What follows belongs to an exercise in optimizing a design on an open flow for small area; a production flow would make more cautious choices.
Function was checked by simulation only, so behaviour that the tests miss may differ from the original.
Power and IR drop assume default switching activity.

<file path="flow/config.mk">
export PLATFORM = sky130hd
export DESIGN_NAME = molecule_scheduler
export DESIGN_NICKNAME = molecule_scheduler
export VERILOG_FILES = /design/flow/design.v
export SDC_FILE = /design/flow/constraint.sdc
export NUM_CORES = 4
export LEC_CHECK = 0
export CAP_MARGIN = 20
export CORE_AREA = 5 5 475 475
export DIE_AREA = 0 0 480 480
export SLEW_MARGIN = 20
</file>
<file path="flow/constraint.sdc">
create_clock -name core_clock -period 5.0 [get_ports {clk}]
set_input_delay 1.0000 -clock core_clock [delete_from_list [all_inputs] [get_ports {clk}]]
set_output_delay 1.0000 -clock core_clock [all_outputs]
set_load 0.01 [all_outputs]
</file>
<file path="flow/design.v">
module molecule_scheduler #(
  parameter int  SLICE_W    = 256,
  parameter int  NUM_SLICES = 4,
  parameter int  TIMEOUT    = 1024,
  localparam int IDX_W      = $clog2(NUM_SLICES),
  localparam int TMR_W      = $clog2(TIMEOUT)
) (
  input  logic                          clk,
  input  logic                          reset,
  input  logic [SLICE_W*NUM_SLICES-1:0] global_challenges,
  input  logic                          challenge_valid,
  input  logic [NUM_SLICES-1:0]         slice_mask,
  output logic                          challenge_ready,
  output logic [SLICE_W-1:0]            current_molecule,
  output logic                          molecule_valid,
  input  logic                          molecule_ready,
  input  logic                          analysis_done,
  output logic [IDX_W-1:0]              slice_index,
  output logic                          batch_busy,
  output logic                          batch_done,
  output logic [NUM_SLICES-1:0]         timeout_flags
);
  typedef enum logic [2:0] {
    S_IDLE, S_SELECT, S_ISSUE, S_WAIT, S_FINISH
  } state_t;
  localparam logic [TMR_W-1:0] TMR_MAX = TMR_W'(TIMEOUT - 1);
  state_t                          state_q, state_d;
  logic [SLICE_W*NUM_SLICES-1:0]   bundle_q;
  logic [NUM_SLICES-1:0]           pending_q;
  logic [TMR_W-1:0]                timer_q;
  logic                            found;
  logic [IDX_W-1:0]                pick_idx;
  logic                            timer_end;
  assign challenge_ready = (state_q == S_IDLE);
  assign batch_busy      = (state_q != S_IDLE);
  assign timer_end       = (timer_q == TMR_MAX);
  always_comb begin
    found    = 1'b0;
    pick_idx = '0;
    for (int i = NUM_SLICES - 1; i >= 0; i--) begin
      if (pending_q[i]) begin
        found    = 1'b1;
        pick_idx = IDX_W'(i);
      end
    end
  end
  always_comb begin
    state_d = state_q;
    case (state_q)
      S_IDLE:   if (challenge_valid) state_d = S_SELECT;
      S_SELECT: state_d = found ? S_ISSUE : S_FINISH;
      S_ISSUE:  if (molecule_ready) state_d = S_WAIT;
      S_WAIT:   if (analysis_done || timer_end) state_d = S_SELECT;
      S_FINISH: state_d = S_IDLE;
      default:  state_d = S_IDLE;
    endcase
  end
  always_ff @(posedge clk or negedge reset) begin
    if (!reset) begin
      state_q <= S_IDLE;
    end else begin
      state_q <= state_d;
    end
  end
  always_ff @(posedge clk or negedge reset) begin
    if (!reset) begin
      bundle_q         <= '0;
      pending_q        <= '0;
      timer_q          <= '0;
      current_molecule <= '0;
      slice_index      <= '0;
      molecule_valid   <= 1'b0;
      batch_done       <= 1'b0;
      timeout_flags    <= '0;
    end else begin
      molecule_valid <= (state_d == S_ISSUE);
      batch_done     <= (state_d == S_FINISH);
      case (state_q)
        S_IDLE: begin
          if (challenge_valid) begin
            bundle_q      <= global_challenges;
            pending_q     <= slice_mask;
            timeout_flags <= '0;
          end
        end
        S_SELECT: begin
          if (found) begin
            current_molecule <= bundle_q[pick_idx*SLICE_W +: SLICE_W];
            slice_index      <= pick_idx;
          end
        end
        S_ISSUE: begin
          if (molecule_ready) timer_q <= '0;
        end
        S_WAIT: begin
          if (analysis_done) begin
            pending_q[slice_index] <= 1'b0;
          end else if (timer_end) begin
            pending_q[slice_index]     <= 1'b0;
            timeout_flags[slice_index] <= 1'b1;
          end else begin
            timer_q <= timer_q + 1'b1;
          end
        end
        default: ;
      endcase
    end
  end
endmodule
</file>
<file path="flow/run.sh">
#!/bin/bash
# synth_recipe.tcl (not shown) runs the flow's synth.tcl, then flattens the netlist and writes it again
# the make line also repeats each setting of config.mk as NAME=value (left out here)
make -C /OpenROAD-flow-scripts/flow DESIGN_CONFIG=/design/flow/config.mk WORK_HOME=/design/flow/orfs CLKGATE_MAP_FILE= SYNTH_SCRIPT=/design/flow/synth_recipe.tcl finish
</file>
==> results of run 1 <==
[cells in the mapped netlist (all sizes together)]
cell type  instances  area [um^2]
nor2b              1         6.26
nor2              11         41.3
and3               5         31.3
a32o               3         30.0
o22a               1         8.76
nand2b             1         6.26
a21o               1         7.51
inv                9         33.8
dfrtp           1305        32700
clkbuf           156          586
o41ai              1         8.76
nor3b              1         7.51
o21ai              3         15.0
mux2               1         11.3
and3b              1         8.76
mux2i            257         2570
o311ai             2         17.5
nand3b             1         7.51
a211oi             1         7.51
o211ai           258         1940
a21oi              4         20.0
and2               1         6.26
a22o               1         8.76
nand4              2         12.5
o31ai              5         37.5
nand2           3337        12500
buf              217         1230
nor4               1         6.26
a221o              4         40.0
ha                 1         12.5
a22oi            257         1930
nand4bb            1         11.3
or4                2         15.0
nor3               6         35.0
or3b               1         8.76
nand3              6         30.0
[cell families after synthesis]
family / after synthesis / share of synthesized area, %
AOI/OAI and AO/OA: 541 / 7.54
adders and majority gates: 1 / 0.0232
buffers and inverters: 382 / 3.43
DFF: 1305 / 60.6
muxes: 258 / 4.79
and+or+nand+nor: 3378 / 23.7
[report_power, final]
group | switching, uW | internal (uW)
Combinational | 10100 | 6940
Clock | 4740 | 6460
Sequential | 3110 | 15400
[registers in the layout (all words and copies together) (netlist names)]
signal,count
state_q,3
bundle_q,1024
slice_index,2
molecule_valid,1
batch_done,1
timer_q,10
timeout_flags,4
current_molecule,256
pending_q,4
[critical path: stages (launching register included)]
cell and delay, ns:
dfrtp_1 0.44, nor3_1 0.21, buf_4 0.21, clkdlybuf4s50_1 0.83
[layer usage]
metal,up-vias,wire length (um),GRT usage (%)
met3,386,20100,5.95
met4,60,8140,6.66
met1,23000,93300,24.3
met5,-,403,0
li1,21300,-,-
met2,1912,110000,31.9
[stage by stage]
| stage | total power, uW | area, um^2 |
|---|---|---|
| detailed placement | 36000 | 70100 |
| global placement | 35500 | 70100 |
| floorplan | 27900 | 53900 |
| finish | 46800 | 75200 |
| CTS | 47400 | 75100 |
| global route | 49900 | 75200 |
[final cells by class]
| cell class | instances | area (um^2) | share of cell area, % |
|---|---|---|---|
| inverters | 9 | 33.8 | 0.0449 |
| well taps | 2958 | 3700 | 4.92 |
| multi-input cells | 4178 | 19500 | 25.9 |
| diodes | 35 | 87.6 | 0.116 |
| clock inverters | 51 | 668 | 0.889 |
| flip-flops and latches | 1305 | 32700 | 43.4 |
| repair buffers | 1403 | 14200 | 18.9 |
| clock buffers | 214 | 4340 | 5.77 |
[path summary, 6_finish.rpt]
check                                             end          start  depth (start not counted)
min in group core_clock         current_molecule[101]  bundle_q[101]                          2
worst max register to register  current_molecule[140]     state_q[1]                          5
worst min-delay path                    bundle_q[636]          reset                          1
worst min register to register  current_molecule[101]  bundle_q[101]                          2
worst max-delay path                  challenge_ready     state_q[1]                          3
max in group asynchronous               bundle_q[135]          reset                          2
==> summary.txt, run 1 <==
Outcome
  – Run status: timing/DRC/antenna clean

Finish
  – Finished Core Util: between 30% and 40%
  – Commonest non-fill, non-tap cell in the layout: nand2_1
  – Nets: 8082
  – Area grow syn2layout: 39.4%
  – Filler cells: 22500
  – Most frequent cells in the layout: nand2_1, dfrtp_1, clkdlybuf4s50_1, o211ai_1
  – Final std cells w/o fill: a little over 10000
  – Share of layout cells above drive strength 1: just under 5%

Floorplanning
  – Io pins: 1299
  – Die width: about 480 um
  – Chip Height: about 480 um
  – Die area: between 200000 and 250000 um^2
  – Core area: 220000 um^2
  – Initial Util: 24.5%
  – # rows: approximately 170

Drt
  – Antenna Nets Post-Route: 0
  – Remaining DRCs: 0
  – Drt pass-1 iters: 6
  – Final wirelength: approximately 230 mm
  – Via count of the routed design: 46600
  – Wire per inst: roughly 23 um
  – Vias/cell: 4.59
  – Iteration-0 DRC count of the detailed router: 3668

Clock network
  – CTS tree: built
  – Clock tree buffer depth: 3
  – Post-CTS Setup Repair Bufs: 0
  – Clock Sinks: approximately 1300
  – Clock latency at the later pin of the worst-skew pair: ~0.8 ns
  – Hold-fix buffer count after cts: 0
  – H-Tree Depth: 4
  – CTS root buffer: clkbuf_16
  – Clock slew at reported path FFs: approximately 0.060 ns
  – CTS Buf Count: 151
  – Post-CTS resize count: 0

Critical path
  – Req. time, crit path: 4.00 ns
  – Critical Path Sink Type: primary output
  – R2R Setup Slk: 2.20 ns
  – WS Path Type: flip-flop to primary output
  – Worst Path Arrival: around 2.5 ns
  – Critical Path Fanout Max: 7
  – Startpoint type of the worst setup path: flip-flop

Synth
  – Yosys warning count: 1
  – Number of synthesized register bits: roughly 1300
  – Syn_nets: approximately 6900
  – Gate Count Post-Synth: ~6000
  – Synthesized area per cell: 9.19 um^2
  – Cell area after synthesis: ~54000 um^2
  – Part of the Yosys area used for sequential elements: between 60% and 70%
  – Post-synth cell types: 40

Timing
  – Total negative setup slack: 0 ns
  – Unrepaired setup endpoints after global routing: false
  – Slew @ Worst Pin: 1.09 ns
  – Slew Limit Fails: 0
  – Max Freq: approximately 0.29 GHz
  – Rel. slew slack: a little over a quarter
  – Part of the cycle the worst path needs: approximately 70%
  – Clock skew: approximately 0.053 ns
  – Hold WS: about 0.17 ns
  – Hold Fails Final Rpt: 0
  – Final min period: 3.46 ns
  – Final setup vio count: 0
  – PnR worst setup slack: between 1.5 and 2 ns

Global routing
  – Initial antenna violation count: a little over 80
  – Vias in the first global route: 47600
  – Pin count of the biggest net entering global routing: 145
  – GR Overflow Total: 0
  – First-pass GRT wire length: about 330 mm
  – Total GRT Usage: around a fifth

Placement
  – GP Congestion: about 0.92
  – IO Port Bufs: ~1300
  – HPWL Detailed: between 150 and 200 mm
  – Pre-CTS setup slack: around 1.8 ns
  – Placed insts: approximately 9900

Job
  – Max-cap violations: 0

Power
  – Pwr dens: around 620 nW/um^2
  – Peak supply drop: 0.275 mV
  – Lkg Pwr: 0.0354 uW

Hold path
  – HP Class: input port to async pin
==> run 2, diff against run 1 <==
==> flow/design.v (replaced) <==
module molecule_scheduler #(
  parameter int  SLICE_W    = 256,
  parameter int  NUM_SLICES = 4,
  parameter int  TIMEOUT    = 1024,
  localparam int IDX_W      = $clog2(NUM_SLICES),
  localparam int TMR_W      = $clog2(TIMEOUT)
) (
  input  logic                          clk,
  input  logic                          reset,
  input  logic [SLICE_W*NUM_SLICES-1:0] global_challenges,
  input  logic                          challenge_valid,
  input  logic [NUM_SLICES-1:0]         slice_mask,
  output logic                          challenge_ready,
  output logic [SLICE_W-1:0]            current_molecule,
  output logic                          molecule_valid,
  input  logic                          molecule_ready,
  input  logic                          analysis_done,
  output logic [IDX_W-1:0]              slice_index,
  output logic                          batch_busy,
  output logic                          batch_done,
  output logic [NUM_SLICES-1:0]         timeout_flags
);
  localparam logic [TMR_W-1:0] TMR_MAX = TMR_W'(TIMEOUT - 1);
  logic                          sel_q, iss_q, wait_q, fin_q;
  logic                          idle;
  logic [SLICE_W*NUM_SLICES-1:0] bundle_q;
  logic [NUM_SLICES-1:0]         pending_q;
  logic [TMR_W-1:0]              timer_q;
  logic [NUM_SLICES-1:0]         cur;       
  logic                          found;
  logic                          timer_end;
  logic                          wait_end;
  assign idle            = ~(sel_q | iss_q | wait_q | fin_q);
  assign challenge_ready = idle;
  assign batch_busy      = ~idle;
  assign molecule_valid  = iss_q;
  assign batch_done      = fin_q;
  assign timer_end = (timer_q == TMR_MAX);
  assign wait_end  = wait_q & (analysis_done | timer_end);
  always_comb begin
    found = 1'b0;
    cur   = '0;
    for (int i = 0; i < NUM_SLICES; i++) begin
      if (pending_q[i] && !found) begin
        found  = 1'b1;
        cur[i] = 1'b1;
      end
    end
  end
  always_comb begin
    slice_index = '0;
    for (int i = 0; i < NUM_SLICES; i++)
      if (cur[i]) slice_index = IDX_W'(i);
  end
  always_comb begin
    current_molecule = '1;
    for (int i = 0; i < NUM_SLICES; i++)
      current_molecule = current_molecule
                       & (bundle_q[i*SLICE_W +: SLICE_W] | {SLICE_W{~cur[i]}});
  end
  always_ff @(posedge clk or negedge reset) begin
    if (!reset) begin
      sel_q  <= 1'b0;
      iss_q  <= 1'b0;
      wait_q <= 1'b0;
      fin_q  <= 1'b0;
    end else begin
      sel_q  <= (idle & challenge_valid) | wait_end;
      iss_q  <= (sel_q & found) | (iss_q & ~molecule_ready);
      wait_q <= (iss_q & molecule_ready) | (wait_q & ~wait_end);
      fin_q  <= sel_q & ~found;
    end
  end
  always_ff @(posedge clk or negedge reset) begin
    if (!reset) begin
      timeout_flags <= '0;
    end else if (idle & challenge_valid) begin
      timeout_flags <= '0;
    end else if (wait_q & ~analysis_done & timer_end) begin
      timeout_flags <= timeout_flags | cur;
    end
  end
  always_ff @(posedge clk) begin
    if (idle) bundle_q <= global_challenges;
  end
  always_ff @(posedge clk) begin
    if (idle) pending_q <= slice_mask;
    else if (wait_end) pending_q <= pending_q & ~cur;
  end
  always_ff @(posedge clk) begin
    timer_q <= wait_q ? timer_q + 1'b1 : '0;
  end
endmodule
==> flow/flow/run.sh (new file) <==
#!/bin/bash
set -euo pipefail
bash standard.sh "BUFFER_PORTS_ARGS=-buffer_cell sky130_fd_sc_hd__buf_1" finish > make_finish.log 2>&1
==> flow/standard.sh (new file) <==
#!/bin/bash
# synth_recipe.tcl (not shown) runs the flow's synth.tcl, then flattens the netlist and writes it again
# the make line also repeats each setting of config.mk as NAME=value (left out here)
make -C /OpenROAD-flow-scripts/flow DESIGN_CONFIG=/design/flow/config.mk WORK_HOME=/design/flow/orfs CLKGATE_MAP_FILE= SYNTH_SCRIPT=/design/flow/synth_recipe.tcl "${@:-finish}"
--- a/flow/config.mk
+++ b/flow/config.mk
@@ -7,5 +7,6 @@
 export LEC_CHECK = 0
+export ABC_AREA = 1
 export CAP_MARGIN = 20
-export CORE_AREA = 5 5 475 475
-export DIE_AREA = 0 0 480 480
+export CORE_AREA = 4 4 276 276
+export DIE_AREA = 0 0 280 280
 export SLEW_MARGIN = 20
removed: flow/run.sh
==> summary.txt, run 2 <==
Synth
  – Number of synthesized register bits: around 1000
  – Post-synth top flop: edfxtp_1
  – Post-synthesis adder-cell area fraction: 0.0332%
  – Mux share of post-synthesis cell area: 0%
  – Gate Count Post-Synth: 2290
  – Largest family of logic cells by synthesized area: simple AND/OR/NAND/NOR gates
  – Synth Area in Compound Gates: under 10%
  – Area leader, netlist: edfxtp_1
  – Dominant cells by area after synthesis: edfxtp_1, nor2_1, o22ai_1
  – Number of synthesized flops with an enable pin: 1028
  – Cell area after synthesis: 37700 um^2
  – Post-synth cell types: 29
  – Most common library cells after synthesis: edfxtp_1, nor2_1, o22ai_1, nor3_1, nor3_2
  – Synthesized area per cell: about 16 um^2
  – Part of the Yosys area used for sequential elements: around 83%
  – Yosys warning count: 1
  – Fraction of registers with async set/reset: less than 1%
  – Syn_nets: 3324
  – Post-Synth XOR/XNOR Area: 0%
  – Post-synth top area share: around four fifths
  – Post-Synth Simple-Gate Area: a little over a tenth
  – Most numerous cell in the Yosys netlist: edfxtp_1

Floorplanning
  – # rows: a little under 100
  – Initial Util: between 50% and 60%
  – Die width: about 280 um
  – Chip Height: 280 um

Outcome
  – Err: [ERROR PPL-0024] Number of IO pins (1299) exceeds maximum number of available positions (1010). Increase the die perimeter from 1120.00um to 1766.64um.
  – Halt Stage: 3_2_place_iop
  – Run status: did not finish
-- run 2: cells by family after synthesis --
| family | after synthesis |
|---|---|
| simple gates | 840 |
| flops | 1046 |
| compound gates | 272 |
| fa+ha+maj | 1 |
| buf+inv | 131 |
==> run 3, diff against run 2 <==
==> flow/run.sh (new file) <==
#!/bin/bash
# synth_recipe.tcl (not shown) runs the flow's synth.tcl, then flattens the netlist and writes it again
# the make line also repeats each setting of config.mk as NAME=value (left out here)
make -C /OpenROAD-flow-scripts/flow DESIGN_CONFIG=/design/flow/config.mk WORK_HOME=/design/flow/orfs CLKGATE_MAP_FILE= SYNTH_SCRIPT=/design/flow/synth_recipe.tcl finish
--- a/flow/config.mk
+++ b/flow/config.mk
@@ -7,6 +7,5 @@
 export LEC_CHECK = 0
-export ABC_AREA = 1
 export CAP_MARGIN = 20
-export CORE_AREA = 4 4 276 276
-export DIE_AREA = 0 0 280 280
+export CORE_AREA = 5 5 475 475
+export DIE_AREA = 0 0 480 480
 export SLEW_MARGIN = 20
removed: flow/flow/run.sh
removed: flow/standard.sh
==> summary.txt, run 3 <==
Outcome
  – Run status: timing/DRC/antenna clean

Finish
  – Register area: approximately 31000 um^2
  – Top flop regs: bundle_q: 1024 flops, timer_q: 10 flops
  – Nets: 4427
  – Multi-input logic area: 8450 um^2
  – Max FFs per register: ~1000
  – Most frequent cells in the layout: clkdlybuf4s50_1, edfxtp_1, nand2_1, o221ai_2, a2bb2oi_2
  – Largest register by flop count: bundle_q
  – Area grow syn2layout: 50.6%
  – Commonest non-fill, non-tap cell in the layout: clkdlybuf4s50_1
  – Share of layout cells above drive strength 1: about a fifth
  – Finished Core Util: between 20% and 30%
  – Filler cells: roughly 22000

Timing
  – Final setup vio count: 0
  – Max Freq: 0.210 GHz
  – Slew @ Worst Pin: between 1 and 1.5 ns
  – Rel. slew slack: roughly 27%
  – Part of the cycle the worst path needs: 95.1%
  – Hold Fails Final Rpt: 0
  – Final min period: 4.75 ns
  – Clock skew: about 0.042 ns
  – Unrepaired setup endpoints after global routing: false
  – Slew Limit Fails: 0
  – Total negative setup slack: 0 ns

Clock network
  – CTS Buf Count: 132
  – Clock tree buffer depth: 3
  – CTS tree: built
  – Post-CTS Setup Repair Bufs: 0
  – H-Tree Depth: 4
  – Clock slew at reported path FFs: 0.05 ns
  – Clock Sinks: 1046
  – CTS root buffer: clkbuf_16
  – Post-CTS resize count: 0
  – Clock latency at the later pin of the worst-skew pair: between 0.7 and 0.8 ns
  – Hold-fix buffer count after cts: 0

Power
  – Sw Pwr: between 15000 and 20000 uW
  – Sequential Power Share: between 30% and 40%
  – Pwr dens: around 680 nW/um^2
  – Clock group share of total power: between 20 and 25%
  – Logic pwr share: approximately 40%
  – Sw Ratio: a little under two fifths
  – Internal power: roughly 26000 uW
  – Lkg Pwr: a little under 0.02 uW
  – Peak supply drop: 0.832 mV

Global routing
  – GR Overflow Total: 0
  – First-pass GRT wire length: approximately 260 mm
  – Pin count of the biggest net entering global routing: 151
  – Total GRT Usage: roughly 17%
  – Vias in the first global route: about 27000
  – Initial antenna violation count: 169

Drt
  – Via count of the routed design: 26800
  – Final wirelength: approximately 200 mm
  – Remaining DRCs: 0
  – Vias/cell: between 4 and 5
  – Antenna Nets Post-Route: 0
  – Iteration-0 DRC count of the detailed router: between 2000 and 2500
  – Wire per inst: between 30 and 40 um
  – Drt pass-1 iters: 7

Synth
  – Number of synthesized flops with an enable pin: 1028
  – Most common library cells after synthesis: edfxtp_1, nand2_1, o221ai_2, a2bb2oi_2, buf_2
  – Fraction of registers with async set/reset: 0.765%
  – Number of synthesized register bits: around 1000
  – Most numerous cell in the Yosys netlist: edfxtp_1
  – Yosys warning count: 1
  – Part of the Yosys area used for sequential elements: between 70% and 80%
  – Post-synth top area share: about three quarters
  – Dominant cells by area after synthesis: edfxtp_1, o221ai_2, a2bb2oi_2
  – Synthesized area per cell: approximately 20 um^2
  – Post-synth top flop: edfxtp_1
  – Syn_nets: slightly above 3000
  – Gate Count Post-Synth: around 2000
  – Cell area after synthesis: a little over 40000 um^2
  – Post-synth cell types: 46
  – Area leader, netlist: edfxtp_1

Critical path
  – Critical Path Sink Type: primary output
  – WS Path Type: flip-flop to primary output
  – Startpoint type of the worst setup path: flip-flop
  – Req. time, crit path: roughly 4.0 ns
  – Worst Path Arrival: ~3.8 ns
  – Critical Path Fanout Max: 50

Floorplanning
  – Die area: between 200000 and 250000 um^2
  – # rows: 172
  – Initial Util: approximately a fifth
  – Core area: between 200000 and 250000 um^2
  – Chip Height: roughly 480 um
  – Io pins: approximately 1300
  – Die width: 480 um

Job
  – Max-cap violations: 0

Hold path
  – HP Class: flip-flop to flip-flop

Placement
  – HPWL Detailed: approximately 160 mm
  – GP Congestion: approximately 0.96
  – IO Port Bufs: 1298
[run 3: cell count changes after synthesis, sizes merged, moves of 228 or more]
cell     before  now
nor2        528    5
a2bb2oi       0  256
o221ai        0  256
o22ai       256    0
nor3        257    2
nand2        36  264
[run 3: kinds of logic (layout without fill, tap and decap cells)]
family	count (synthesis)	count (layout)	synth area share, %
other cells	0	34	0
simple gates	293	293	2.94
fa+ha+maj	1	1	0.0306
xor+xnor	3	3	0.0642
buf+inv	150	1611	2.99
flops	1046	1046	76.4
compound gates	538	538	17.6
[run 3: routing by layer]
metal,track usage [%],up-vias,wire [um]
met5,0,-,787
met4,4.31,120,4770
met3,9.46,383,26700
met2,26.4,1575,92700
met1,20.2,13500,79500
li1,-,11300,-
[run 3: per-stage QoR]
step | instances | worst slack [ns] | power (uW) | hold slack, ns | instance area (um^2)
detailed placement | 6217 | 0.979 | 32900 | 0.447 | 57300
finish | 6484 | 0.247 | 42000 | 0.455 | 61600
floorplan | 2031 | 0.172 | 24000 | 0.418 | 40900
global route | 6457 | 0.108 | 43700 | 0.493 | 61600
CTS | 6450 | 0.114 | 42700 | 0.456 | 61500
global placement | 6217 | 1.00 | 32800 | 0.431 | 57300
[run 3: final timing paths]
| kind | startpoint | end | slack [ns] | cells past startpoint |
|---|---|---|---|---|
| max | pending_q[1] | current_molecule[215] | 0.25 | 5 |
| min | timer_q[0] | timer_q[0] | 0.46 | 1 |
| max reg2reg | iss_q | bundle_q[102] | 1.69 | 4 |
| min reg2reg | timer_q[0] | timer_q[0] | 0.46 | 1 |
| max in group asynchronous | reset | timeout_flags[3] | 4.13 | 1 |
| min in group asynchronous | reset | timeout_flags[1] | 0.56 | 1 |
[run 3: layout make-up]
class,count,area share (%)
multi-input cells,835,13.7
repair buffers,1371,22.4
diodes,34,0.138
clock inverters,73,1.38
clock buffers,160,5.58
inverters,7,0.0670
well taps,2958,6.01
flip-flops and latches,1046,50.7
[run 3: power groups by stage]
| stage | Clock, uW | Combinational (uW) | Sequential (uW) |
|---|---|---|---|
| final | 9530 | 16800 | 15700 |
| after global routing | 10200 | 17700 | 15900 |
| after CTS | 9860 | 17200 | 15700 |
| after detailed placement | 0 | 17100 | 15800 |
| after global placement | 0 | 17000 | 15800 |
| after floorplan | 0 | 8860 | 15100 |
[run 3: critical path, stage by stage, from the launching register on]
cell,delay [ns]
edfxtp_1,0.57
inv_8,0.47
buf_4,0.41
o221ai_1,0.24
a2bb2oi_1,0.48
clkdlybuf4s50_1,0.64
==> run 4, diff against run 3 <==
--- a/flow/design.v
+++ b/flow/design.v
@@ -25,2 +25,3 @@
   logic                          idle;
+  logic                          busy_q;    
   logic [SLICE_W*NUM_SLICES-1:0] bundle_q;
@@ -28,2 +29,4 @@
   logic [TMR_W-1:0]              timer_q;
+  logic [NUM_SLICES-1:0]         low;       
+  logic [NUM_SLICES-1:0]         nsel_q;    
   logic [NUM_SLICES-1:0]         cur;       
@@ -41,3 +44,3 @@
     found = 1'b0;
-    cur   = '0;
+    low   = '0;
     for (int i = 0; i < NUM_SLICES; i++) begin
@@ -45,3 +48,3 @@
         found  = 1'b1;
-        cur[i] = 1'b1;
+        low[i] = 1'b1;
       end
@@ -49,2 +52,6 @@
   end
+  always_ff @(posedge clk) begin
+    nsel_q <= ~low;
+  end
+  assign cur = ~nsel_q;
   always_comb begin
@@ -58,3 +65,3 @@
       current_molecule = current_molecule
-                       & (bundle_q[i*SLICE_W +: SLICE_W] | {SLICE_W{~cur[i]}});
+                       & (bundle_q[i*SLICE_W +: SLICE_W] | {SLICE_W{nsel_q[i]}});
   end
@@ -75,2 +82,9 @@
     if (!reset) begin
+      busy_q <= 1'b0;
+    end else begin
+      busy_q <= ~fin_q & ~(idle & ~challenge_valid);
+    end
+  end
+  always_ff @(posedge clk or negedge reset) begin
+    if (!reset) begin
       timeout_flags <= '0;
@@ -83,3 +97,4 @@
   always_ff @(posedge clk) begin
-    if (idle) bundle_q <= global_challenges;
+    bundle_q <= (global_challenges & {(SLICE_W*NUM_SLICES){idle}})
+              | (bundle_q & {(SLICE_W*NUM_SLICES){busy_q}});
   end
@@ -87,3 +102,3 @@
     if (idle) pending_q <= slice_mask;
-    else if (wait_end) pending_q <= pending_q & ~cur;
+    else if (wait_end) pending_q <= pending_q & nsel_q;
   end
==> flow/flow/run.sh (new file) <==
#!/bin/bash
set -euo pipefail
bash standard.sh \
  "BUFFER_PORTS_ARGS=-buffer_cell sky130_fd_sc_hd__buf_1" \
  "PLACE_PINS_ARGS=-min_distance 1 -min_distance_in_tracks" \
  finish > make_finish.log 2>&1
==> flow/standard.sh (new file) <==
#!/bin/bash
# synth_recipe.tcl (not shown) runs the flow's synth.tcl, then flattens the netlist and writes it again
# the make line also repeats each setting of config.mk as NAME=value (left out here)
make -C /OpenROAD-flow-scripts/flow DESIGN_CONFIG=/design/flow/config.mk WORK_HOME=/design/flow/orfs CLKGATE_MAP_FILE= SYNTH_SCRIPT=/design/flow/synth_recipe.tcl "${@:-finish}"
--- a/flow/config.mk
+++ b/flow/config.mk
@@ -8,4 +8,6 @@
 export CAP_MARGIN = 20
-export CORE_AREA = 5 5 475 475
-export DIE_AREA = 0 0 480 480
+export CORE_AREA = 4 4 276 276
+export CTS_CLUSTER_DIAMETER = 60
+export CTS_CLUSTER_SIZE = 25
+export DIE_AREA = 0 0 280 280
 export SLEW_MARGIN = 20
removed: flow/run.sh
==> summary.txt, run 4 <==
Outcome
  – Run status: timing/DRC/antenna clean

Synth
  – Synthesized area per cell: 11.2 um^2
  – Most numerous cell in the Yosys netlist: dfxtp_1
  – Fraction of registers with async set/reset: less than 1%
  – Number of synthesized register bits: around 1100
  – Number of synthesized flops with an enable pin: 4
  – Most common library cells after synthesis: dfxtp_1, a22o_1, o22ai_1, nor2_1, clkbuf_1
  – Post-synth cell types: 35
  – Part of the Yosys area used for sequential elements: 57.6%
  – Area leader, netlist: dfxtp_1
  – Post-synth top flop: dfxtp_1
  – Gate Count Post-Synth: approximately 3300
  – Cell area after synthesis: ~37000 um^2
  – Syn_nets: 4300
  – Dominant cells by area after synthesis: dfxtp_1, a22o_1, o22ai_1
  – Post-synth top area share: about 57%
  – Yosys warning count: 1

Critical path
  – Startpoint type of the worst setup path: flip-flop
  – Critical Path Sink Type: primary output
  – Req. time, crit path: roughly 4 ns
  – Crit Reg-Reg Startpoint: fin_q
  – R2r endpoint: bundle_q[327]
  – WS Path Type: flip-flop to primary output
  – Critical Path Fanout Max: 68
  – Worst Path Arrival: about 2.9 ns
  – R2R Setup Slk: 2.06 ns
  – R2r worst-path depth: 4

Timing
  – Clock skew: ~0.02 ns
  – Slew Limit Fails: 0
  – Hold WS: 0.313 ns
  – Part of the cycle the worst path needs: 76.9%
  – Max Freq: ~0.26 GHz
  – Slew @ Worst Pin: roughly 1.1 ns
  – Final min period: 3.85 ns
  – Rel. slew slack: 29.1%
  – Hold Fails Final Rpt: 0
  – Total negative setup slack: 0 ns
  – Final setup vio count: 0
  – Unrepaired setup endpoints after global routing: false
  – PnR worst setup slack: between 1 and 1.5 ns

Power
  – Internal power: 24000 uW
  – Sw Ratio: between 30% and 40%
  – Peak supply drop: roughly 0.52 mV
  – Pwr dens: between 800 and 900 nW/um^2
  – Clock group share of total power: around 17%
  – Sequential Power Share: 41.1%
  – Sw Pwr: approximately 15000 uW
  – Lkg Pwr: 0.0169 uW
  – Logic pwr share: between 40% and 50%

Floorplanning
  – Die area: about 80000 um^2
  – Chip Height: 280 um
  – # rows: 99
  – Io pins: approximately 1300
  – Initial Util: between 50% and 60%
  – Die width: 280 um
  – Core area: 73200 um^2

Clock network
  – Clock Sinks: approximately 1100
  – CTS tree: built
  – Clock latency at the later pin of the worst-skew pair: 0.64 ns
  – Post-CTS Setup Repair Bufs: 0
  – Hold-fix buffer count after cts: 0
  – Clock tree buffer depth: 3
  – Clock slew at reported path FFs: around 0.09 ns
  – CTS root buffer: clkbuf_16
  – CTS Buf Count: ~70
  – Post-CTS resize count: 0
  – H-Tree Depth: 3

Finish
  – Top flop regs: bundle_q: 1024 flops, timer_q: 10 flops
  – Max FFs per register: 1024
  – Share of layout cells above drive strength 1: under 10%
  – Nets: 5363
  – Commonest non-fill, non-tap cell in the layout: buf_1
  – Filler cells: ~6700
  – Largest register by flop count: bundle_q
  – Most frequent cells in the layout: buf_1, dfxtp_1, a22o_1, o22ai_1, nor2_1
  – Area grow syn2layout: 20.7%

Global routing
  – Total GRT Usage: 35.4%
  – Initial antenna violation count: approximately 220
  – Vias in the first global route: 31000
  – First-pass GRT wire length: between 200 and 250 mm
  – GR Overflow Total: 0
  – Pin count of the biggest net entering global routing: 200

Job
  – Max-cap violations: 0

Drt
  – Final wirelength: around 150 mm
  – Remaining DRCs: 0
  – Vias/cell: between 6 and 7
  – Via count of the routed design: around 33000
  – Wire per inst: approximately 27 um
  – Drt pass-1 iters: 6
  – Antenna Nets Post-Route: 0
  – Iteration-0 DRC count of the detailed router: 3250

Placement
  – IO Port Bufs: around 1300
  – HPWL Detailed: between 100 and 150 mm
  – Pre-CTS setup slack: ~1.8 ns
  – GP Congestion: 0.993

Hold path
  – HP Class: input port to async pin
==> run 4: cell types whose count changed in the layout (fill, tap and decap cells not counted), sizes merged, moves of 258 or more <==
cell,change
clkdlybuf4s50,-1290
buf,+1255
nor2,+258
o22ai,+513
a22o,+1022
edfxtp,-1024
dfxtp,+1028
==> run 4: worst max-delay path by stage <==
stage | from | endpoint | slack [ns] | cells past startpoint
6_report | nsel_q[1] | current_molecule[215] | 1.15 | 4
5_1_grt | nsel_q[1] | current_molecule[215] | 1.05 | 4
4_1_cts | nsel_q[3] | current_molecule[140] | 1.11 | 4
3_5_place_dp | nsel_q[3] | current_molecule[140] | 1.79 | 4
3_3_place_gp | nsel_q[1] | current_molecule[215] | 1.79 | 4
2_1_floorplan | fin_q | challenge_ready | 2.46 | 5
==> run 4: stage by stage <==
step                total power [uW]  std cells  utilization [%]  cell area (um^2)
finish                         39400       5507             60.5             44300
global route                   41500       5467             60.4             44200
CTS                            39100       5346             60.0             43900
detailed placement             32500       5214             56.4             41300
global placement               32300       5214             56.4             41300
floorplan                      27700       3266                -             36700
==> run 4: power groups by stage <==
stage | clock network [uW] | registers, uW | logic (uW)
2_1_floorplan | 0 | 15000 | 12700
5_1_grt | 7020 | 16700 | 17700
6_report | 6630 | 16200 | 16600
3_3_place_gp | 0 | 16300 | 16000
3_5_place_dp | 0 | 16300 | 16200
4_1_cts | 6730 | 16200 | 16200
==> run 4: critical path, cell delays in order (launching register included) <==
cell and delay [ns]:
dfxtp_4 1.04, buf_12 0.41, o22ai_1 0.15, nor2_1 0.39
buf_1 0.21
==> run 4: layout make-up <==
type | instances | area, um^2 | area share, %
Sequential cell | 1051 | 21100 | 47.7
Multi-Input combinational cell | 1862 | 13500 | 30.6
Timing Repair Buffer | 1336 | 5400 | 12.2
Clock buffer | 84 | 1980 | 4.47
Tap cell | 959 | 1200 | 2.71
Clock inverter | 48 | 609 | 1.38
Antenna cell | 160 | 400 | 0.904
Inverter | 7 | 42.5 | 0.0960
==> run 4: cells by family (layout without fill, tap and decap cells) <==
group | Yosys count | count (layout) | synth area share [%]
AO/OA/AOI/OAI | 1557 | 1557 | 33.5
flip-flops | 1051 | 1051 | 57.6
buffers and inverters | 353 | 1475 | 5.54
AND/OR/NAND/NOR | 301 | 301 | 3.25
XOR/XNOR | 3 | 3 | 0.0716
adder cells (fa/ha/maj) | 1 | 1 | 0.0341
other | 0 | 160 | 0
==> run 4: per-layer routing <==
metal	GRT usage [%]	routed length [um]
met1	42.3	56400
met2	45.8	59800
met3	20.6	20000
met4	28.0	11500
met5	0.611	776
==> run 5, diff against run 4 <==
==> flow/flow/run.sh (replaced) <==
#!/bin/bash
set -euo pipefail
bash standard.sh \
  "BUFFER_PORTS_ARGS=-buffer_cell sky130_fd_sc_hd__buf_1" \
  "PLACE_PINS_ARGS=-min_distance 1 -min_distance_in_tracks -corner_avoidance 6" \
  finish > make_finish.log 2>&1
--- a/flow/config.mk
+++ b/flow/config.mk
@@ -8,6 +8,7 @@
 export CAP_MARGIN = 20
-export CORE_AREA = 4 4 276 276
+export CORE_AREA = 4 4 258 258
 export CTS_CLUSTER_DIAMETER = 60
 export CTS_CLUSTER_SIZE = 25
-export DIE_AREA = 0 0 280 280
+export DIE_AREA = 0 0 262 262
+export PLACE_DENSITY = 0.72
 export SLEW_MARGIN = 20
==> summary.txt, run 5 <==
Drt
  – Vias/cell: approximately 6.3
  – Via count of the routed design: about 34000
  – Antenna Nets Post-Route: 0
  – Wire per inst: around 27 um
  – Drt pass-1 iters: 6
  – Iteration-0 DRC count of the detailed router: around 3800
  – Final wirelength: about 150 mm
  – Remaining DRCs: 0

Global routing
  – Initial antenna violation count: 169
  – Pin count of the biggest net entering global routing: approximately 210
  – Total GRT Usage: 39.2%
  – First-pass GRT wire length: between 200 and 250 mm
  – Vias in the first global route: 30800
  – GR Overflow Total: 0

Synth
  – Yosys warning count: 1
  – Fraction of registers with async set/reset: less than 1%
  – Gate Count Post-Synth: roughly 3300
  – Syn_nets: between 4000 and 5000
  – Post-synth top area share: a little under three fifths
  – Area leader, netlist: dfxtp_1
  – Dominant cells by area after synthesis: dfxtp_1, a22o_1, o22ai_1
  – Part of the Yosys area used for sequential elements: a little under three fifths
  – Number of synthesized register bits: about 1100
  – Number of synthesized flops with an enable pin: 4
  – Most numerous cell in the Yosys netlist: dfxtp_1
  – Post-synth top flop: dfxtp_1
  – Synthesized area per cell: approximately 11 um^2
  – Cell area after synthesis: around 37000 um^2
  – Post-synth cell types: 35
  – Most common library cells after synthesis: dfxtp_1, a22o_1, o22ai_1, nor2_1, clkbuf_1

Critical path
  – Critical Path Sink Type: primary output
  – CP max stage delay: 0.91 ns
  – Req. time, crit path: approximately 4 ns
  – CP cell instances: buf_4 > o22ai_1 > nor2_1 > buf_1
  – Slowest-stage cell, CP: dfxtp_4
  – Worst path top cell family by delay: flip-flops
  – Setup crit start: nsel_q[3]
  – Worst Path Arrival: about 2.8 ns
  – Critical Path Fanout Max: 56
  – Startpoint type of the worst setup path: flip-flop
  – Buf/Inv on CP: 2
  – Crit Reg-Reg Startpoint: fin_q
  – WS Path Type: flip-flop to primary output

Floorplanning
  – Initial Util: approximately 58%
  – Die width: 262 um
  – Chip Height: roughly 260 um
  – Core area: 63400 um^2
  – # rows: 92
  – Io pins: approximately 1300
  – Die area: just under 70000 um^2

Power
  – Peak supply drop: approximately 0.67 mV
  – Lkg Pwr: approximately 0.017 uW
  – Pwr dens: approximately 900 nW/um^2
  – Total power: around 38000 uW

Clock network
  – Clock Sinks: 1051
  – Hold-fix buffer count after cts: 0
  – CTS Buf Count: 56
  – Clock slew at reported path FFs: ~0.1 ns
  – CTS tree: built
  – CTS root buffer: clkbuf_16
  – Clock tree buffer depth: 3
  – Clock latency at the later pin of the worst-skew pair: between 0.6 and 0.7 ns
  – H-Tree Depth: 2
  – Post-CTS resize count: 0
  – Post-CTS Setup Repair Bufs: 0

Finish
  – Nets: about 5300
  – Most frequent cells in the layout: buf_1, dfxtp_1, a22o_1, o22ai_1, nor2_1
  – Commonest non-fill, non-tap cell in the layout: buf_1
  – Finished Core Util: 68.5%
  – Largest register by flop count: bundle_q
  – Max FFs per register: between 1000 and 1500
  – Share of layout cells above drive strength 1: 3.15%
  – Top flop regs: bundle_q: 1024 flops, timer_q: 10 flops
  – Filler cells: between 5000 and 6000
  – Post-route cell area: between 40000 and 50000 um^2
  – Area grow syn2layout: 18.4%

Outcome
  – Run status: timing/DRC/antenna clean

Timing
  – Hold Fails Final Rpt: 0
  – Total negative setup slack: 0 ns
  – Final min period: about 3.8 ns
  – Unrepaired setup endpoints after global routing: false
  – Clock skew: approximately 0.038 ns
  – Rel. slew slack: about 30%
  – Slew Limit Fails: 0
  – Max Freq: around 0.27 GHz
  – Slew @ Worst Pin: 1.05 ns
  – Part of the cycle the worst path needs: roughly 75%
  – Final setup vio count: 0

Job
  – Max-cap violations: 0

Placement
  – IO Port Bufs: around 1300
  – HPWL Detailed: 101 mm
  – GP Congestion: 1.01
  – Cell Area, Placed: a little over 40000 um^2

Hold path
  – HP Class: input port to async pin
run 5: power by group:
group	internal (uW)	switching [uW]	total, uW
combinational	7490	9240	16700
clock	2520	2950	5460
sequential	13100	2950	16100
total	23100	15100	38300
run 5: layout make-up:
type / count / area, um^2 / share of cell area (%)
tap: 846 / 1060 / 2.44
antenna: 143 / 358 / 0.823
multi-input combinational: 1862 / 13500 / 31.1
clock buffer: 66 / 1520 / 3.50
sequential: 1051 / 21100 / 48.6
timing repair buffer: 1334 / 5410 / 12.4
inverter: 7 / 42.5 / 0.0979
clock inverter: 32 / 397 / 0.913
run 5: final timing paths:
check                                        to  slack, ns  depth (start not counted)
max                        current_molecule[22]       1.23                          4
min                            timeout_flags[1]       0.30                          1
max reg2reg                       bundle_q[630]       2.09                          4
min reg2reg                          timer_q[0]       0.45                          1
max in group asynchronous                busy_q       4.30                          1
min in group core_clock              timer_q[0]       0.45                          1
run 5: through the flow:
step                setup slack [ns]  std cells  hold WS (ns)
floorplan                       2.46       3266         0.418
global placement                1.98       5100         0.428
detailed placement              1.97       5100         0.438
CTS                             1.25       5198         0.271
global route                    1.15       5291         0.307
finish                          1.23       5341         0.298
run 5: metal layers:
metal  GRT usage (%)  wire length [um]
met2            54.3             60100
met4            28.6             12000
met1            44.8             51600
met5            1.07               625
met3            22.4             20900
run 5: kinds of logic after synthesis:
group,count (synthesis),share of synthesized area (%)
and+or+nand+nor,301,3.25
adders and majority gates,1,0.0341
xor gates and xnor gates,3,0.0716
DFF,1051,57.6
AOI/OAI and AO/OA,1557,33.5
buffers and inverters,353,5.54
==> run 6, diff against run 5 <==
--- a/flow/config.mk
+++ b/flow/config.mk
@@ -8,7 +8,7 @@
 export CAP_MARGIN = 20
-export CORE_AREA = 4 4 258 258
+export CORE_AREA = 4 4 242 242
 export CTS_CLUSTER_DIAMETER = 60
 export CTS_CLUSTER_SIZE = 25
-export DIE_AREA = 0 0 262 262
-export PLACE_DENSITY = 0.72
+export DIE_AREA = 0 0 246 246
+export PLACE_DENSITY = 0.8
 export SLEW_MARGIN = 20
==> summary.txt, run 6 <==
Floorplanning
  – # rows: 86
  – Chip Height: around 250 um
  – Die width: between 200 and 250 um
  – Initial Util: roughly two thirds
  – Io pins: 1299

Clock network
  – Post-CTS Setup Repair Bufs: 0
  – CTS Buf Count: 53
  – Clock Sinks: between 1000 and 1500
  – Hold-fix buffer count after cts: 0
  – Post-CTS resize count: 0
  – Clock tree buffer depth: 3
  – CTS root buffer: clkbuf_16
  – H-Tree Depth: 2

Synth
  – Yosys warning count: 1
  – Cell area after synthesis: about 37000 um^2
  – Post-synth cell types: 35
  – Most numerous cell in the Yosys netlist: dfxtp_1
  – Area leader, netlist: dfxtp_1
  – Number of synthesized register bits: approximately 1100
  – Dominant cells by area after synthesis: dfxtp_1, a22o_1, o22ai_1
  – Post-synth top flop: dfxtp_1
  – Post-synth top area share: about 57%
  – Synthesized area per cell: 11.2 um^2
  – Syn_nets: 4300
  – Number of synthesized flops with an enable pin: 4
  – Part of the Yosys area used for sequential elements: ~58%
  – Most common library cells after synthesis: dfxtp_1, a22o_1, o22ai_1, nor2_1, clkbuf_1
  – Gate Count Post-Synth: 3266
  – Fraction of registers with async set/reset: 0.856%

Outcome
  – Halt Stage: 5_1_grt
  – Err: [ERROR GRT-0116] Global routing finished with congestion. Check the congestion regions in the DRC Viewer.
  – Run status: did not finish

Placement
  – Cell Area, Placed: 41000 um^2
  – GP Congestion: between 1 and 1.5
  – HPWL Detailed: between 100 and 150 mm
  – IO Port Bufs: approximately 1300

Global routing
  – Vias in the first global route: about 33000
  – First-pass GRT wire length: 215 mm
  – Total GRT Usage: 48.0%
  – GR Overflow Total: 7
  – Pin count of the biggest net entering global routing: between 200 and 250
[run 6: routing by layer]
layer  overflow  global-route usage, %
met1          0                   50.7
met2          6                   65.2
met3          0                   30.8
met4          1                   41.7
met5          0                   3.68
[run 6: cells by family after synthesis]
group,synth area share [%]
simple gates,3.25
flops,57.6
fa+ha+maj,0.0341
compound gates,33.5
xor+xnor,0.0716
buf+inv,5.54
[run 6: power by group through the flow]
stage / Sequential (uW) / Clock (uW) / Combinational [uW]
2_1_floorplan: 15000 / 0 / 12700
3_3_place_gp: 16200 / 0 / 15700
3_5_place_dp: 16200 / 0 / 16100
4_1_cts: 16100 / 4870 / 16100
[run 6: through the flow]
stage / setup WS (ns) / cells
floorplan: 2.46 / 3266
CTS: 1.27 / 5079
detailed placement: 1.98 / 4999
global placement: 1.98 / 4999
[run 6: worst max-delay path by stage]
stage	slack (ns)	end	start	cells after the start
2_1_floorplan	2.46	challenge_ready	fin_q	5
3_3_place_gp	1.98	current_molecule[171]	nsel_q[0]	4
3_5_place_dp	1.98	current_molecule[170]	nsel_q[0]	4
4_1_cts	1.27	current_molecule[170]	nsel_q[0]	4
==> run 7, diff against run 6 <==
--- a/flow/config.mk
+++ b/flow/config.mk
@@ -8,7 +8,7 @@
 export CAP_MARGIN = 20
-export CORE_AREA = 4 4 242 242
+export CORE_AREA = 4 4 250 250
 export CTS_CLUSTER_DIAMETER = 60
 export CTS_CLUSTER_SIZE = 25
-export DIE_AREA = 0 0 246 246
-export PLACE_DENSITY = 0.8
+export DIE_AREA = 0 0 254 254
+export PLACE_DENSITY = 0.75
 export SLEW_MARGIN = 20
==> summary.txt, run 7 <==
Synth
  – Syn_nets: 4300
  – Post-Synth Simple-Gate Area: under 10%
  – Most numerous cell in the Yosys netlist: dfxtp_1
  – Post-Synth XOR/XNOR Area: less than 1%
  – Synthesized area per cell: between 10 and 15 um^2
  – Fraction of registers with async set/reset: less than 1%
  – Post-synth top flop: dfxtp_1
  – Most common library cells after synthesis: dfxtp_1, a22o_1, o22ai_1, nor2_1, clkbuf_1
  – Post-synthesis adder-cell area fraction: less than 1%
  – Gate Count Post-Synth: around 3300
  – Yosys warning count: 1
  – Post-synth top area share: a little under three fifths
  – Post-synth cell types: 35
  – Number of synthesized flops with an enable pin: 4
  – Mux share of post-synthesis cell area: 0%
  – Dominant cells by area after synthesis: dfxtp_1, a22o_1, o22ai_1
  – Largest family of logic cells by synthesized area: compound AO/OA/AOI/OAI gates
  – Part of the Yosys area used for sequential elements: 57.6%
  – Cell area after synthesis: 36700 um^2
  – Number of synthesized register bits: 1051
  – Area leader, netlist: dfxtp_1
  – Synth Area in Compound Gates: 33.5%

Placement
  – GP Congestion: 1.06
  – IO Port Bufs: 1298
  – Pre-CTS setup slack: about 1.8 ns
  – Placed insts: roughly 5000
  – HPWL Detailed: a little over 100 mm

Global routing
  – First-pass GRT wire length: 203 mm
  – Pin count of the biggest net entering global routing: roughly 230
  – Vias in the first global route: between 30000 and 40000
  – GR Overflow Total: 0
  – Initial antenna violation count: 185
  – Total GRT Usage: 42.0%

Finish
  – Filler cells: about 4600
  – Final std cells w/o fill: 5270
  – Largest register by flop count: bundle_q
  – Nets: around 5300
  – Share of layout cells above drive strength 1: 2.90%
  – Area grow syn2layout: 18.1%
  – Max FFs per register: between 1000 and 1500
  – Top flop regs: bundle_q: 1024 flops, timer_q: 10 flops
  – Commonest non-fill, non-tap cell in the layout: buf_1
  – Most frequent cells in the layout: buf_1, dfxtp_1, a22o_1, o22ai_1, nor2_1

Clock network
  – CTS tree: built
  – CTS root buffer: clkbuf_16
  – H-Tree Depth: 2
  – Hold-fix buffer count after cts: 0
  – Clock latency at the later pin of the worst-skew pair: approximately 0.65 ns
  – Clock Sinks: about 1100
  – Clock tree buffer depth: 3
  – CTS Buf Count: 55
  – Clock slew at reported path FFs: around 0.10 ns
  – Post-CTS Setup Repair Bufs: 0
  – Post-CTS resize count: 0

Power
  – Sw Ratio: between 30% and 40%
  – Sw Pwr: roughly 15000 uW
  – Logic pwr share: a little over two fifths
  – Lkg Pwr: between 0.015 and 0.02 uW
  – Pwr dens: 883 nW/um^2
  – Clock group share of total power: around 14%
  – Internal power: about 23000 uW
  – Sequential Power Share: a little over two fifths
  – Total power: 38300 uW
  – Peak supply drop: between 0.7 and 0.8 mV

Drt
  – Final wirelength: about 150 mm
  – Iteration-0 DRC count of the detailed router: approximately 4400
  – Met3 wire length: 22.0 mm
  – Vias/cell: 6.50
  – Antenna Nets Post-Route: 0
  – DR top layer: met5
  – WL met1: ~51 mm
  – Wire per inst: ~28 um
  – Remaining DRCs: 0
  – Via count of the routed design: between 30000 and 40000
  – Metal2 WL: around 59 mm
  – Drt pass-1 iters: 6

Floorplanning
  – # rows: between 80 and 90
  – Io pins: roughly 1300
  – Core area: between 50000 and 60000 um^2
  – Initial Util: 61.7%
  – Die width: roughly 250 um
  – Die area: 64500 um^2
  – Chip Height: 254 um

Timing
  – Hold Fails Final Rpt: 0
  – Clock skew: between 0.015 and 0.02 ns
  – Slew Limit Fails: 0
  – Slew @ Worst Pin: ~1.1 ns
  – Rel. slew slack: 26.6%
  – Part of the cycle the worst path needs: 79.1%
  – Unrepaired setup endpoints after global routing: false
  – Max Freq: between 0.2 and 0.3 GHz
  – Final setup vio count: 0
  – PnR worst setup slack: approximately 1.0 ns
  – Total negative setup slack: 0 ns
  – Final min period: between 3 and 4 ns

Critical path
  – Startpoint type of the worst setup path: flip-flop
  – WS Path Type: flip-flop to primary output
  – Crit Reg-Reg Startpoint: fin_q
  – Req. time, crit path: roughly 4.0 ns
  – Worst Path Arrival: approximately 3 ns
  – Critical Path Sink Type: primary output
  – Critical Path Fanout Max: 63
  – Setup crit start: nsel_q[1]

Hold path
  – HP Class: input port to async pin

Job
  – Max-cap violations: 0

Outcome
  – Run status: timing/DRC/antenna clean
## run 7: cell counts after synthesis
No cell type changed its count.
## run 7: cell type report
cell class	count	area, um^2	area share [%]
Sequential cell	1051	21100	48.8
Multi-Input combinational cell	1862	13500	31.2
Timing Repair Buffer	1328	5340	12.3
Clock buffer	65	1500	3.45
Tap cell	773	967	2.23
Clock inverter	28	427	0.984
Antenna cell	156	390	0.901
Inverter	7	42.5	0.0982
## run 7: logic make-up after synthesis
group | after synthesis
DFF | 1051
adders and majority gates | 1
AOI/OAI and AO/OA | 1557
and+or+nand+nor | 301
buffers and inverters | 353
xor gates and xnor gates | 3
## run 7: metrics by stage
step                util, %  hold slack (ns)  instance area [um^2]
detailed placement     69.0            0.438                 41000
global placement       69.0            0.430                 41000
global route           72.7            0.291                 43200
floorplan                 -            0.418                 36700
finish                 72.9            0.265                 43300
CTS                    72.2            0.255                 42900
## run 7: path summary, 6_finish.rpt
kind                                         end  slack, ns  cells past startpoint
max                        current_molecule[130]       1.05                      4
min                             timeout_flags[3]       0.26                      1
max reg2reg                         bundle_q[38]       2.15                      4
min reg2reg                           timer_q[0]       0.45                      1
max in group asynchronous                 busy_q       4.36                      1
min in group core_clock               timer_q[0]       0.45                      1
## run 7: routing by layer
layer / global-route usage [%] / vias to the layer above
met5: 1.95 / -
met3: 24.4 / 708
met2: 56.1 / 2324
met4: 32.7 / 98
li1: - / 15000
met1: 48.7 / 16100
## run 7: worst max-delay path, cell delays in order, from the launching register on
cell and delay, ns:
dfxtp_4 0.99, buf_4 0.56, o22ai_1 0.19, nor2_1 0.31, buf_1 0.21
## run 7: power by group through the flow
stage | clock network, uW | registers [uW] | logic, uW
after detailed placement | 0 | 16100 | 16100
after floorplan | 0 | 15000 | 12700
after global routing | 5790 | 16500 | 17800
final | 5480 | 16100 | 16700
after global placement | 0 | 16100 | 15800
after CTS | 5490 | 16000 | 16200
==> run 8, diff against run 7 <==
==> flow/config.mk (replaced) <==
export PLATFORM = sky130hd
export DESIGN_NAME = molecule_scheduler
export DESIGN_NICKNAME = molecule_scheduler
export VERILOG_FILES = /design/flow/design.v
export SDC_FILE = /design/flow/constraint.sdc
export NUM_CORES = 4
export LEC_CHECK = 0
export CAP_MARGIN = 10
export CORE_AREA = 4 4 276 276
export CTS_CLUSTER_DIAMETER = 60
export CTS_CLUSTER_SIZE = 30
export DIE_AREA = 0 0 280 280
export SLEW_MARGIN = 10
==> summary.txt, run 8 <==
Outcome
  – Run status: timing/DRC/antenna clean

Drt
  – Remaining DRCs: 0
  – Met3 wire length: 19.3 mm
  – WL met1: about 56 mm
  – DR top layer: met5
  – Iteration-0 DRC count of the detailed router: around 3300
  – Via count of the routed design: 33100
  – Wire per inst: ~27 um
  – Metal2 WL: ~59 mm
  – Final wirelength: 146 mm
  – Drt pass-1 iters: 8
  – Vias/cell: ~6.0
  – Antenna Nets Post-Route: 0

Timing
  – Final min period: about 3.7 ns
  – PnR worst setup slack: about 1.3 ns
  – Final setup vio count: 0
  – Clock skew: 0.0207 ns
  – Slew Limit Fails: 0
  – Slew @ Worst Pin: around 1.0 ns
  – Hold WS: between 0.2 and 0.3 ns
  – Rel. slew slack: a little under a third
  – Hold Fails Final Rpt: 0
  – Unrepaired setup endpoints after global routing: false
  – Part of the cycle the worst path needs: between 70% and 80%
  – Max Freq: about 0.27 GHz
  – Total negative setup slack: 0 ns

Critical path
  – R2r worst-path depth: 4
  – R2R Setup Slk: 2.00 ns
  – R2r endpoint: bundle_q[179]
  – CP cell instances: buf_4 > o22ai_1 > nor2_1 > buf_1
  – Crit Reg-Reg Startpoint: fin_q
  – Worst path top cell family by delay: flip-flops
  – WS Path Type: flip-flop to primary output
  – Buf/Inv on CP: 2
  – Worst Path Arrival: 2.69 ns
  – Req. time, crit path: ~4.0 ns
  – Startpoint type of the worst setup path: flip-flop
  – Slowest-stage cell, CP: dfxtp_4
  – Critical Path Sink Type: primary output
  – Stages on worst setup path: 4
  – Critical Path Fanout Max: 53
  – CP max stage delay: between 0.8 and 0.9 ns

Finish
  – Largest register by flop count: bundle_q
  – Filler cells: 6543
  – Nets: 5371
  – Top flop regs: bundle_q: 1024 flops, timer_q: 10 flops
  – Commonest non-fill, non-tap cell in the layout: buf_1
  – Share of layout cells above drive strength 1: slightly above 4%
  – Most frequent cells in the layout: buf_1, dfxtp_1, a22o_1, o22ai_1, nor2_1
  – Area grow syn2layout: 20.6%
  – Post-route cell area: 44300 um^2
  – Finished Core Util: about three fifths
  – Max FFs per register: 1024

Synth
  – Yosys warning count: 1
  – Fraction of registers with async set/reset: less than 1%
  – Dominant cells by area after synthesis: dfxtp_1, a22o_1, o22ai_1
  – Area leader, netlist: dfxtp_1
  – Cell area after synthesis: approximately 37000 um^2
  – Number of synthesized flops with an enable pin: 4
  – Gate Count Post-Synth: 3266
  – Number of synthesized register bits: around 1100
  – Post-synth top area share: around 57%
  – Most numerous cell in the Yosys netlist: dfxtp_1
  – Syn_nets: 4300
  – Most common library cells after synthesis: dfxtp_1, a22o_1, o22ai_1, nor2_1, clkbuf_1
  – Synthesized area per cell: approximately 11 um^2
  – Post-synth top flop: dfxtp_1
  – Part of the Yosys area used for sequential elements: a little under three fifths
  – Post-synth cell types: 35

Clock network
  – CTS Buf Count: 70
  – CTS tree: built
  – Clock tree buffer depth: 3
  – Post-CTS Setup Repair Bufs: 0
  – Post-CTS resize count: 0
  – Clock slew at reported path FFs: approximately 0.090 ns
  – Clock Sinks: roughly 1100
  – Clock latency at the later pin of the worst-skew pair: roughly 0.65 ns
  – Hold-fix buffer count after cts: 0
  – CTS root buffer: clkbuf_16
  – H-Tree Depth: 3

Power
  – Peak supply drop: roughly 0.54 mV
  – Lkg Pwr: between 0.015 and 0.02 uW
  – Pwr dens: approximately 900 nW/um^2

Placement
  – GP Congestion: 0.955
  – IO Port Bufs: about 1300
  – Cell Area, Placed: roughly 41000 um^2
  – HPWL Detailed: roughly 100 mm
  – Pre-CTS setup slack: 2.00 ns

Floorplanning
  – Chip Height: between 200 and 300 um
  – Io pins: between 1000 and 1500
  – Initial Util: 50.1%
  – Core area: about 73000 um^2
  – # rows: between 90 and 100
  – Die area: between 70000 and 80000 um^2
  – Die width: about 280 um

Global routing
  – Vias in the first global route: ~31000
  – Pin count of the biggest net entering global routing: 206
  – GR Overflow Total: 0
  – Initial antenna violation count: approximately 190
  – Total GRT Usage: approximately a third
  – First-pass GRT wire length: between 200 and 250 mm

Hold path
  – HP Class: input port to async pin

Job
  – Max-cap violations: 0
run 8: cell counts after synthesis:
Identical to the previous run, type by type.
run 8: final cells by class:
cell class / count / area, um^2 / share of cell area, %
well taps: 959 / 1200 / 2.71
inverters: 7 / 42.5 / 0.0961
repair buffers: 1345 / 5450 / 12.3
clock buffers: 76 / 1860 / 4.20
clock inverters: 52 / 642 / 1.45
diodes: 157 / 393 / 0.888
flip-flops and latches: 1051 / 21100 / 47.8
multi-input cells: 1862 / 13500 / 30.6
run 8: per-layer routing:
layer	GRT usage [%]	vias up
li1	-	15100
met1	41.4	15600
met2	46.8	1705
met3	19.5	527
met4	26.4	114
met5	0.427	-
run 8: worst max-delay path by stage:
stage	to	startpoint	slack, ns
6_report	current_molecule[169]	nsel_q[1]	1.31
5_1_grt	current_molecule[177]	nsel_q[1]	1.22
4_1_cts	current_molecule[229]	nsel_q[1]	1.28
3_5_place_dp	current_molecule[229]	nsel_q[1]	2.00
3_3_place_gp	current_molecule[229]	nsel_q[1]	2.04
2_1_floorplan	challenge_ready	fin_q	2.46
run 8: cells by family (layout without fill, tap and decap cells):
group                    count (synthesis)  count (layout)  synth area share (%)
XOR/XNOR                                 3               3                0.0716
AND/OR/NAND/NOR                        301             301                  3.25
other                                    0             157                     0
adder cells (fa/ha/maj)                  1               1                0.0341
buffers and inverters                  353            1480                  5.54
AO/OA/AOI/OAI                         1557            1557                  33.5
flip-flops                            1051            1051                  57.6
run 8: stage by stage:
stage | total power, uW | instances
floorplan | 27700 | 3266
global placement | 32300 | 5224
detailed placement | 32500 | 5224
CTS | 39000 | 5352
global route | 41300 | 5457
finish | 39200 | 5509
run 8: power by group:
group          switching (uW)  internal, uW
logic                    9140          7500
clock network            3330          3140
registers                2920         13100
run 8: worst register-to-register path: cells and delay by family, from the launching register on:
family,cells,cell delay [ns]
simple gates,1,0.80
buf+inv,2,1.19
compound gates,1,0.55
flops,1,0.40
==> run 9, diff against run 8 <==
--- a/flow/flow/run.sh
+++ b/flow/flow/run.sh
@@ -5,2 +5,3 @@
   "PLACE_PINS_ARGS=-min_distance 1 -min_distance_in_tracks -corner_avoidance 6" \
+  "CTS_ARGS=-sink_clustering_enable -repair_clock_nets -sink_clustering_size 25 -sink_clustering_max_diameter 80 -dont_use_dummy_load" \
   finish > make_finish.log 2>&1
==> flow/config.mk (replaced) <==
export PLATFORM = sky130hd
export DESIGN_NAME = molecule_scheduler
export DESIGN_NICKNAME = molecule_scheduler
export VERILOG_FILES = /design/flow/design.v
export SDC_FILE = /design/flow/constraint.sdc
export NUM_CORES = 4
export LEC_CHECK = 0
export CAP_MARGIN = 20
export CORE_AREA = 4 4 258 258
export DIE_AREA = 0 0 262 262
export PLACE_DENSITY = 0.72
export SLEW_MARGIN = 20
==> summary.txt, run 9 <==
Outcome
  – Run status: timing/DRC/antenna clean

Timing
  – Total negative setup slack: 0 ns
  – Final min period: 3.73 ns
  – Hold WS: around 0.31 ns
  – Max Freq: around 0.27 GHz
  – Hold Fails Final Rpt: 0
  – Final setup vio count: 0
  – Slew Limit Fails: 0
  – Rel. slew slack: roughly a third
  – Part of the cycle the worst path needs: between 70 and 80%
  – Clock skew: ~0.023 ns
  – Slew @ Worst Pin: between 1 and 1.5 ns
  – Unrepaired setup endpoints after global routing: false

Power
  – Lkg Pwr: ~0.016 uW
  – Pwr dens: about 870 nW/um^2
  – Peak supply drop: between 0.5 and 0.6 mV

Floorplanning
  – Io pins: ~1300
  – Initial Util: between 50% and 60%
  – # rows: between 90 and 100
  – Core area: 63400 um^2
  – Chip Height: 262 um
  – Die area: slightly below 70000 um^2
  – Die width: roughly 260 um

Hold path
  – HP Class: input port to async pin

Synth
  – Number of synthesized flops with an enable pin: 4
  – Most numerous cell in the Yosys netlist: dfxtp_1
  – Fraction of registers with async set/reset: less than 1%
  – Yosys warning count: 1
  – Dominant cells by area after synthesis: dfxtp_1, a22o_1, o22ai_1
  – Part of the Yosys area used for sequential elements: between 50% and 60%
  – Most common library cells after synthesis: dfxtp_1, a22o_1, o22ai_1, nor2_1, clkbuf_1
  – Post-synth top area share: a little under three fifths
  – Number of synthesized register bits: roughly 1100
  – Post-synth top flop: dfxtp_1
  – Synthesized area per cell: ~11 um^2
  – Post-synth cell types: 35
  – Cell area after synthesis: ~37000 um^2
  – Gate Count Post-Synth: about 3300
  – Area leader, netlist: dfxtp_1
  – Syn_nets: 4300

Drt
  – WL met1: between 50 and 60 mm
  – DR top layer: met5
  – Wire per inst: ~27 um
  – Remaining DRCs: 0
  – Final wirelength: 144 mm
  – Antenna Nets Post-Route: 0
  – Met3 wire length: about 21 mm
  – Metal2 WL: 59.9 mm
  – Via count of the routed design: ~34000
  – Iteration-0 DRC count of the detailed router: about 4000
  – Vias/cell: about 6.3
  – Drt pass-1 iters: 7

Finish
  – Final std cells w/o fill: around 5300
  – Share of layout cells above drive strength 1: 2.12%
  – Commonest non-fill, non-tap cell in the layout: buf_1
  – Max FFs per register: a little over 1000
  – Post-route cell area: 42800 um^2
  – Largest register by flop count: bundle_q
  – Top flop regs: bundle_q: 1024 flops, timer_q: 10 flops
  – Area grow syn2layout: 16.5%
  – Nets: 5338
  – Most frequent cells in the layout: buf_1, dfxtp_1, a22o_1, o22ai_1, nor2_1

Clock network
  – Clock Sinks: around 1100
  – CTS root buffer: clkbuf_16
  – Hold-fix buffer count after cts: 0
  – Clock slew at reported path FFs: 0.10 ns
  – Clock tree buffer depth: 3
  – Clock latency at the later pin of the worst-skew pair: about 0.62 ns
  – CTS tree: built
  – CTS Buf Count: between 40 and 50
  – Post-CTS Setup Repair Bufs: 0
  – Post-CTS resize count: 0
  – H-Tree Depth: 2

Global routing
  – Vias in the first global route: a little over 30000
  – Pin count of the biggest net entering global routing: ~200
  – Initial antenna violation count: 179
  – First-pass GRT wire length: approximately 200 mm
  – GR Overflow Total: 0
  – Total GRT Usage: between 30% and 40%

Critical path
  – Worst Path Arrival: between 2 and 3 ns
  – Crit Reg-Reg Startpoint: fin_q
  – Critical Path Fanout Max: 56
  – Setup crit start: nsel_q[1]
  – Req. time, crit path: 4.00 ns
  – Critical Path Sink Type: primary output
  – WS Path Type: flip-flop to primary output
  – Startpoint type of the worst setup path: flip-flop

Placement
  – Cell Area, Placed: about 41000 um^2
  – HPWL Detailed: 101 mm
  – GP Congestion: about 1
  – IO Port Bufs: roughly 1300
  – Placed insts: 5100

Job
  – Max-cap violations: 0
run 9: cell counts after synthesis:
No cell type changed its count.
run 9: cells by family after synthesis:
group | Yosys count | synth area share (%)
AO/OA/AOI/OAI | 1557 | 33.5
flip-flops | 1051 | 57.6
buffers and inverters | 353 | 5.54
AND/OR/NAND/NOR | 301 | 3.25
XOR/XNOR | 3 | 0.0716
adder cells (fa/ha/maj) | 1 | 0.0341
run 9: cell type report:
class | instances | area (um^2)
Clock buffer | 48 | 1200
Sequential cell | 1051 | 21100
Multi-Input combinational cell | 1862 | 13500
Tap cell | 846 | 1060
Inverter | 7 | 42.5
Antenna cell | 151 | 378
Timing Repair Buffer | 1334 | 5410
Fill cell | 5367 | 20700
run 9: worst max-delay path, cell delays in order (launching register included):
cell	delay [ns]
dfxtp_4	0.94
buf_4	0.45
o22ai_1	0.15
nor2_1	0.32
buf_1	0.21
run 9: per-stage QoR:
step | worst slack (ns) | power, uW | util (%)
5_1_grt | 1.22 | 39000 | 67.2
6_report | 1.27 | 37100 | 67.4
4_1_cts | 1.28 | 36700 | 66.8
3_3_place_gp | 1.98 | 32100 | 64.9
2_1_floorplan | 2.46 | 27700 | -
3_5_place_dp | 1.97 | 32400 | 64.9
run 9: final timing paths:
| check | endpoint | slack, ns | cells after the start |
|---|---|---|---|
| max | current_molecule[219] | 1.27 | 4 |
| min | timeout_flags[1] | 0.31 | 1 |
| max reg2reg | bundle_q[913] | 2.11 | 4 |
| min reg2reg | timer_q[0] | 0.46 | 1 |
| max in group asynchronous | busy_q | 4.29 | 1 |
| min in group core_clock | timer_q[0] | 0.46 | 1 |
run 9: per-layer routing:
layer  GRT usage, %  vias up
met5           1.28        -
met4           30.0       92
met3           21.7      637
met2           52.8     2199
met1           44.1    15700
li1               -    15000
run 9: report_power, final:
part	total, uW	switching [uW]	internal (uW)
Combinational	16700	9190	7490
Sequential	16100	2940	13100
Clock	4310	2590	1720
Total	37100	14700	22300

[static timing again, ports no longer ideal]
No port has a modelled driver above. Below, the same layouts with a new extraction and two added sets of constraints. Step 1 sets driving cells, clkbuf_16 on the clock port and buf_2 on the other inputs (assumed; they add their load-dependent delay and slew). Step 2 also shifts input and output timing later by t, the mid clock arrival at the registers, as if the neighbouring blocks saw the same clock. a / b / c = ideal / step 1 / step 2; a / b = the first two.
run | t (ns) | slack for setup (ns) | worst register clock-pin slew, ns | worst data-port slew with drivers (ns) | cell pins on the clock port's net
run 1 | 0.857 | 1.542 / 1.447 / 1.697 | 0.07 / 0.07 | 0.21 | 1
run 3 | 0.814 | 0.247 / 0.174 / 0.987 | 0.07 / 0.07 | 0.34 | 1
run 4 | 0.696 | 1.154 / 1.088 / 1.784 | 0.10 / 0.10 | 0.21 | 1
run 5 | 0.712 | 1.228 / 1.161 / 1.873 | 0.10 / 0.10 | 0.25 | 1
run 7 | 0.711 | 1.047 / 0.981 / 1.692 | 0.10 / 0.10 | 0.25 | 1
run 8 | 0.702 | 1.312 / 1.241 / 1.943 | 0.11 / 0.11 | 0.23 | 1
run 9 | 0.681 | 1.269 / 1.202 / 1.883 | 0.10 / 0.10 | 0.20 | 1
After both steps setup and hold are still met in every run listed.
